Background: an optimization exercise with open tools, aiming at small area and few clock cycles. Do not read the settings as production practice. Only simulation tests tie the RTL to the original design; equivalence was not proved.

## marching_squares_top
module marching_squares_top (
    input  wire        clk,
    input  wire        rst_n,
    input  wire        cell_valid,
    output wire        cell_stall,
    input  wire [79:0] cell_word,
    output wire        seg_valid,
    input  wire        seg_stall,
    output wire [36:0] seg,
    input  wire        psel,
    input  wire        penable,
    input  wire        pwrite,
    input  wire [3:0]  paddr,
    input  wire [31:0] pwdata,
    output wire [31:0] prdata,
    output wire        pready
);
Size: about 1300 cells after synthesis, roughly 200 I/O pins.
clock: 9.0 ns
lec_check: 0
cap_margin: 20
core_margin: 2
core_utilization: 40
slew_margin: 20
standard.sh (not shown) runs the stock make flow with config.mk's settings and CLKGATE_MAP_FILE= SYNTH_SCRIPT=/design/flow/synth_recipe.tcl, a recipe that flattens the netlist after the stock synthesis.
==> flow/flow/run.sh <==
#!/bin/bash
# The standard layout with three changes:
#  - synthesis maps logic with flow/abc_area.script (area-oriented mapping);
#    timing is repaired later in the flow by OpenROAD;
#    everything else in synthesis, registers included, is the standard script
#  - plain buf_1 cells as the port buffers
#  - a clock tree of clkbuf_8 cells, larger sink clusters, no dummy loads
set -uo pipefail
W=$(pwd)
sed "s#^source \$::env(SCRIPTS_DIR)/synth_preamble.tcl\$#source \$::env(SCRIPTS_DIR)/synth_preamble.tcl\nset abc_args [lreplace \$abc_args 1 1 $W/flow/abc_area.script]#" \
    "$FLOW_HOME/scripts/synth.tcl" > "$W/my_synth_core.tcl"
sed "s#source \$::env(SCRIPTS_DIR)/synth.tcl#source $W/my_synth_core.tcl#" synth_recipe.tcl > "$W/my_synth.tcl"
sed "s#SYNTH_SCRIPT=[^ ]*#SYNTH_SCRIPT=$W/my_synth.tcl#" standard.sh > "$W/my_standard.sh"
export BUFFER_PORTS_ARGS="-buffer_cell sky130_fd_sc_hd__buf_1"
export CTS_ARGS="-sink_clustering_enable -repair_clock_nets -buf_list sky130_fd_sc_hd__clkbuf_8 -root_buf sky130_fd_sc_hd__clkbuf_8 -dont_use_dummy_load -sink_clustering_size 30"
bash "$W/my_standard.sh" > standard.log 2>&1
==> flow/flow/abc_area.script <==
strash
dch
amap
topo
stime -c
The first run finished but fails on negative setup slack.
Testbench counts at the start, summed over its fixed seeds: cycles 10,644.
Next try:
==> flow/flow/run.sh (replaced) <==
#!/bin/bash
set -uo pipefail
export BUFFER_PORTS_ARGS="-buffer_cell sky130_fd_sc_hd__buf_1"
export CTS_ARGS="-sink_clustering_enable -repair_clock_nets -buf_list sky130_fd_sc_hd__clkbuf_8 -root_buf sky130_fd_sc_hd__clkbuf_8 -dont_use_dummy_load -sink_clustering_size 30"
bash standard.sh > standard.log 2>&1
removed: flow/flow/abc_area.script
After rerunning: This time the run ran to the end with no violations. Worst setup slack gains 0.57 ns. Final cell count drops by 1.3%. Final area came out higher by 1.8%. Routed wire length climbs by 5.7%.
Next try:
- ABC_AREA: default -> 1
The changed run passed the timing, design-rule and antenna checks.
Final cell count rises by 13%.
First-iteration DRC count falls by 27%.
Synthesized cell count rose by 18%.
Cell area drops by 1.3%.
Worst setup slack gains 0.0061 ns.
Wire length decreases by 6.9%.
Hold slack loses 0.052 ns.
Flip-flop and latch count does not change.
Register-to-register slack stays flat.
Next try:
--- a/flow/flow/run.sh
+++ b/flow/flow/run.sh
@@ -4,0 +5 @@
+export REMOVE_ABC_BUFFERS=1
- ABC_AREA: 1 -> default
Result:
- hold slack improved by 0.052 ns
- non-clock buffer count increases by 3
- final area increases by 1.5%
Next try:
--- a/flow/flow/run.sh
+++ b/flow/flow/run.sh
@@ -1,0 +2,9 @@
+# The standard layout with these changes:
+#  - synthesis: the standard script (same registers, names and cell types), but
+#    the design's modules are kept apart until after technology mapping; the
+#    index adder tree (mscs_idx), which holds the critical path, is mapped with
+#    ORFS's speed script and every other module with flow/abc_area.script, an
+#    area-oriented mapping; the yosys pre-mapping abc pass is skipped; the
+#    netlist is flattened and renamed as in the standard synthesis
+#  - plain buf_1 cells as the port buffers
+#  - a clock tree of clkbuf_8 cells, larger sink clusters, no dummy loads
@@ -2,0 +12,9 @@
+W=$(pwd)
+sed -e "s#^source \$::env(SCRIPTS_DIR)/synth_preamble.tcl\$#source \$::env(SCRIPTS_DIR)/synth_preamble.tcl\nset abc_area_args [lreplace \$abc_args 1 1 $W/flow/abc_area.script]#" \
+    -e "s#^  log_cmd abc {\*}\$abc_args\$#  log_cmd abc {*}\$abc_args mscs_idx\n  log_cmd abc {*}\$abc_area_args marching_squares_top marching_squares_cell_segments mscs_seg_calc#" \
+    "$FLOW_HOME/scripts/synth.tcl" > "$W/my_synth_core.tcl"
+sed -e "s#source \$::env(SCRIPTS_DIR)/synth.tcl#source $W/my_synth_core.tcl#" \
+    -e "s#yosys synth -nofsm -noshare#yosys synth -nofsm -noshare -noabc#" \
+    synth_recipe.tcl > "$W/my_synth.tcl"
+sed "s#SYNTH_SCRIPT=[^ ]*#SYNTH_SCRIPT=$W/my_synth.tcl#" standard.sh > "$W/my_standard.sh"
+SYNTH_HIERARCHICAL=1 SYNTH_MINIMUM_KEEP_SIZE=0 bash "$W/my_standard.sh" synth > synth.log 2>&1
@@ -5,2 +23 @@
-export REMOVE_ABC_BUFFERS=1
-bash standard.sh > standard.log 2>&1
+bash "$W/my_standard.sh" > standard.log 2>&1
==> flow/flow/abc_area.script (new file) <==
strash
&get -n
&fraig -x
&put
scorr
dc2
dch -f
amap
topo
stime -c
Effect: Count of clock-buffer cells in the layout stays the same. Final area fell by 7.3%. Global-route usage fell by 0.22 points. Sequential share of layout area rose by 1.3 points. Worst setup slack gets better by 0.040 ns. Clock skew rose by 0.0036 ns. Core utilization grows by 0.62 points. Via count is lower by 6.6%. Non-clock buffer count shrinks by 3. Critical path depth stays the same.
Next try:
==> flow/flow/run.sh (replaced) <==
#!/bin/bash
# The standard layout with three changes:
#  - synthesis maps logic with flow/abc_area.script, ORFS's speed script without
#    its blanket buffering and up-sizing (timing is repaired later in the flow);
#    everything else in synthesis, registers included, is the standard script
#  - plain buf_1 cells as the port buffers
#  - a clock tree of clkbuf_8 cells, larger sink clusters, no dummy loads
set -uo pipefail
W=$(pwd)
sed "s#^source \$::env(SCRIPTS_DIR)/synth_preamble.tcl\$#source \$::env(SCRIPTS_DIR)/synth_preamble.tcl\nset abc_args [lreplace \$abc_args 1 1 $W/flow/abc_area.script]#" \
    "$FLOW_HOME/scripts/synth.tcl" > "$W/my_synth_core.tcl"
sed "s#source \$::env(SCRIPTS_DIR)/synth.tcl#source $W/my_synth_core.tcl#" synth_recipe.tcl > "$W/my_synth.tcl"
sed "s#SYNTH_SCRIPT=[^ ]*#SYNTH_SCRIPT=$W/my_synth.tcl#" standard.sh > "$W/my_standard.sh"
export BUFFER_PORTS_ARGS="-buffer_cell sky130_fd_sc_hd__buf_1"
export CTS_ARGS="-sink_clustering_enable -repair_clock_nets -buf_list sky130_fd_sc_hd__clkbuf_8 -root_buf sky130_fd_sc_hd__clkbuf_8 -dont_use_dummy_load -sink_clustering_size 30"
bash "$W/my_standard.sh" > standard.log 2>&1
==> flow/flow/abc_area.script (replaced) <==
&get -n
&st
&dch
&nf
&st
&syn2
&if -g -K 6
&synch2
&nf
&st
&syn2
&if -g -K 6
&synch2
&nf
&st
&syn2
&if -g -K 6
&synch2
&nf
&st
&syn2
&if -g -K 6
&synch2
&nf
&st
&syn2
&if -g -K 6
&synch2
&nf
&put
topo
stime -c
dnsize -c
=>
- design area grows by 8.8%
- maximum frequency barely changes
- synthesized cell count rises by 6.9%
- final cell count is higher by 8.8%
- area after synthesis went up by 7.2%
- routed wire length goes up by 14%
- clock skew decreases by 0.0065 ns

---

Another version of the RTL of marching_squares_top (not shown whole).
Size in the first run: ~1100 cells after synthesis, ~10000 sq um of cells after synthesis.
clock: 9.0 ns
lec_check: 0
cap_margin: 20
core_margin: 2
core_utilization: 60
slew_margin: 20
==> flow/flow/run.sh <==
#!/bin/bash
# The standard layout with these changes:
#  - synthesis: the standard script (same registers, names and cell types), but
#    the design's modules are kept apart until after technology mapping; the
#    index adder tree (mscs_idx), which holds the critical path, is mapped with
#    ORFS's speed script and every other module with flow/abc_area.script, an
#    area-oriented mapping; the yosys pre-mapping abc pass is skipped. After
#    flattening, the index datapath's internal wire names are dropped so that
#    its outputs drive the output ports directly, buffers are inserted only for
#    outputs that share a net (as the standard synthesis does), and the netlist
#    is renamed as in the standard synthesis
#  - plain buf_1 cells as the port buffers
#  - a clock tree of clkbuf_8 cells, larger sink clusters, no dummy loads
set -uo pipefail
W=$(pwd)
sed -e "s#^source \$::env(SCRIPTS_DIR)/synth_preamble.tcl\$#source \$::env(SCRIPTS_DIR)/synth_preamble.tcl\nset abc_area_args [lreplace \$abc_args 1 1 $W/flow/abc_area.script]#" \
    -e "s#^  log_cmd abc {\*}\$abc_args\$#  log_cmd abc {*}\$abc_args mscs_idx\n  log_cmd abc {*}\$abc_area_args marching_squares_top marching_squares_cell_segments mscs_seg_calc#" \
    "$FLOW_HOME/scripts/synth.tcl" > "$W/my_synth_core.tcl"
sed -e "s#source \$::env(SCRIPTS_DIR)/synth.tcl#source $W/my_synth_core.tcl#" \
    -e "s#yosys synth -nofsm -noshare#yosys synth -nofsm -noshare -noabc#" \
    -e "s#^opt_clean -purge\$#yosys rename -hide w:u_core.u_calc.*\nopt_clean -purge\ninsbuf -buf {*}\$::env(MIN_BUF_CELL_AND_PORTS)#" \
    synth_recipe.tcl > "$W/my_synth.tcl"
sed "s#SYNTH_SCRIPT=[^ ]*#SYNTH_SCRIPT=$W/my_synth.tcl#" standard.sh > "$W/my_standard.sh"
SYNTH_HIERARCHICAL=1 SYNTH_MINIMUM_KEEP_SIZE=0 SYNTH_INSBUF=0 bash "$W/my_standard.sh" synth > synth.log 2>&1
export BUFFER_PORTS_ARGS="-buffer_cell sky130_fd_sc_hd__buf_1"
export CTS_ARGS="-sink_clustering_enable -repair_clock_nets -buf_list sky130_fd_sc_hd__clkbuf_8 -root_buf sky130_fd_sc_hd__clkbuf_8 -dont_use_dummy_load -sink_clustering_size 30"
bash "$W/my_standard.sh" > standard.log 2>&1
==> flow/flow/abc_area.script <==
strash
&get -n
&fraig -x
&put
scorr
dc2
dch -f
amap
topo
stime -c
The baseline ran to the end with no violations.
Testbench counts at the start, summed over its fixed seeds: cycles 10,644.
Next try:
--- a/flow/flow/run.sh
+++ b/flow/flow/run.sh
@@ -4,3 +4,3 @@
 #    the design's modules are kept apart until after technology mapping; the
-#    index adder tree (mscs_idx), which holds the critical path, is mapped with
+#    index datapath (mscs_idx, mscs_seg_calc), which holds the critical path, is mapped with
 #    ORFS's speed script and every other module with flow/abc_area.script, an
@@ -16,3 +16,3 @@
 sed -e "s#^source \$::env(SCRIPTS_DIR)/synth_preamble.tcl\$#source \$::env(SCRIPTS_DIR)/synth_preamble.tcl\nset abc_area_args [lreplace \$abc_args 1 1 $W/flow/abc_area.script]#" \
-    -e "s#^  log_cmd abc {\*}\$abc_args\$#  log_cmd abc {*}\$abc_args mscs_idx\n  log_cmd abc {*}\$abc_area_args marching_squares_top marching_squares_cell_segments mscs_seg_calc#" \
+    -e "s#^  log_cmd abc {\*}\$abc_args\$#  log_cmd abc {*}\$abc_args mscs_idx mscs_seg_calc\n  log_cmd abc {*}\$abc_area_args marching_squares_top marching_squares_cell_segments#" \
     "$FLOW_HOME/scripts/synth.tcl" > "$W/my_synth_core.tcl"
--- a/flow/config.mk
+++ b/flow/config.mk
@@ -9,3 +9,3 @@
 export CORE_MARGIN = 2
-export CORE_UTILIZATION = 60
+export CORE_UTILIZATION = 40
 export SLEW_MARGIN = 20
Effect: Die area is higher by 51%. Synthesized cell count grows by about 1.2%. Area after synthesis increases by about 2%. Routed wire length climbs by about 10%. Hold slack is worse by 0.012 ns. Register-to-register slack gains 0.20 ns. First-iteration DRC count is lower by about 7%. Clock-buffer cell count is unchanged.
Next try:
--- a/flow/flow/run.sh
+++ b/flow/flow/run.sh
@@ -4,3 +4,3 @@
 #    the design's modules are kept apart until after technology mapping; the
-#    index datapath (mscs_idx, mscs_seg_calc), which holds the critical path, is mapped with
+#    index adder tree (mscs_idx), which holds the critical path, is mapped with
 #    ORFS's speed script and every other module with flow/abc_area.script, an
@@ -16,3 +16,3 @@
 sed -e "s#^source \$::env(SCRIPTS_DIR)/synth_preamble.tcl\$#source \$::env(SCRIPTS_DIR)/synth_preamble.tcl\nset abc_area_args [lreplace \$abc_args 1 1 $W/flow/abc_area.script]#" \
-    -e "s#^  log_cmd abc {\*}\$abc_args\$#  log_cmd abc {*}\$abc_args mscs_idx mscs_seg_calc\n  log_cmd abc {*}\$abc_area_args marching_squares_top marching_squares_cell_segments#" \
+    -e "s#^  log_cmd abc {\*}\$abc_args\$#  log_cmd abc {*}\$abc_args mscs_idx\n  log_cmd abc {*}\$abc_area_args marching_squares_top marching_squares_cell_segments mscs_seg_calc#" \
     "$FLOW_HOME/scripts/synth.tcl" > "$W/my_synth_core.tcl"
@@ -20,3 +20,3 @@
     -e "s#yosys synth -nofsm -noshare#yosys synth -nofsm -noshare -noabc#" \
-    -e "s#^opt_clean -purge\$#yosys rename -hide w:u_core.u_calc.*\nopt_clean -purge\ninsbuf -buf {*}\$::env(MIN_BUF_CELL_AND_PORTS)#" \
+    -e "s#^opt_clean -purge\$#rename -hide w:u_core.u_calc.*\nopt_clean -purge\ninsbuf -buf {*}\$::env(MIN_BUF_CELL_AND_PORTS)#" \
     synth_recipe.tcl > "$W/my_synth.tcl"
What happened:
- This time the run aborted during synthesis

[afterwards: timing with drivers on the ports]
In the flow no input, the clock included, has a driving cell. The finished layouts below were timed again as built, in two steps. Step 1: set_driving_cell puts a clkbuf_16 on clk and a buf_2 on each other input, an assumption about the parent block. Step 2 times the ports against the registers' clock, not the clock port: input delays grow and output delays shrink by t, the midpoint of the rising clock arrivals with the driver on. a / b / c = ideal / step 1 / step 2; a / b = the first two.
run	t (ns)	setup WS [ns]	latest minus earliest clock arrival (ns)	cell pins on the clock port's net
the first run of note 1	0.420	-0.211 / -0.256 / 0.164	0.038 / 0.038	1
the second run of note 1	0.420	0.356 / 0.316 / 0.736	0.028 / 0.028	1
the third run of note 1	0.413	0.362 / 0.319 / 0.732	0.030 / 0.030	1
the fourth run of note 1	0.412	0.294 / 0.254 / 0.667	0.043 / 0.043	1
the fifth run of note 1	0.415	0.334 / 0.292 / 0.707	0.041 / 0.040	1
the sixth run of note 1	0.415	0.320 / 0.274 / 0.689	0.034 / 0.034	1
the first run of note 2	0.408	0.328 / 0.286 / 0.695	0.045 / 0.045	1
the second run of note 2	0.411	0.311 / 0.270 / 0.681	0.021 / 0.022	1
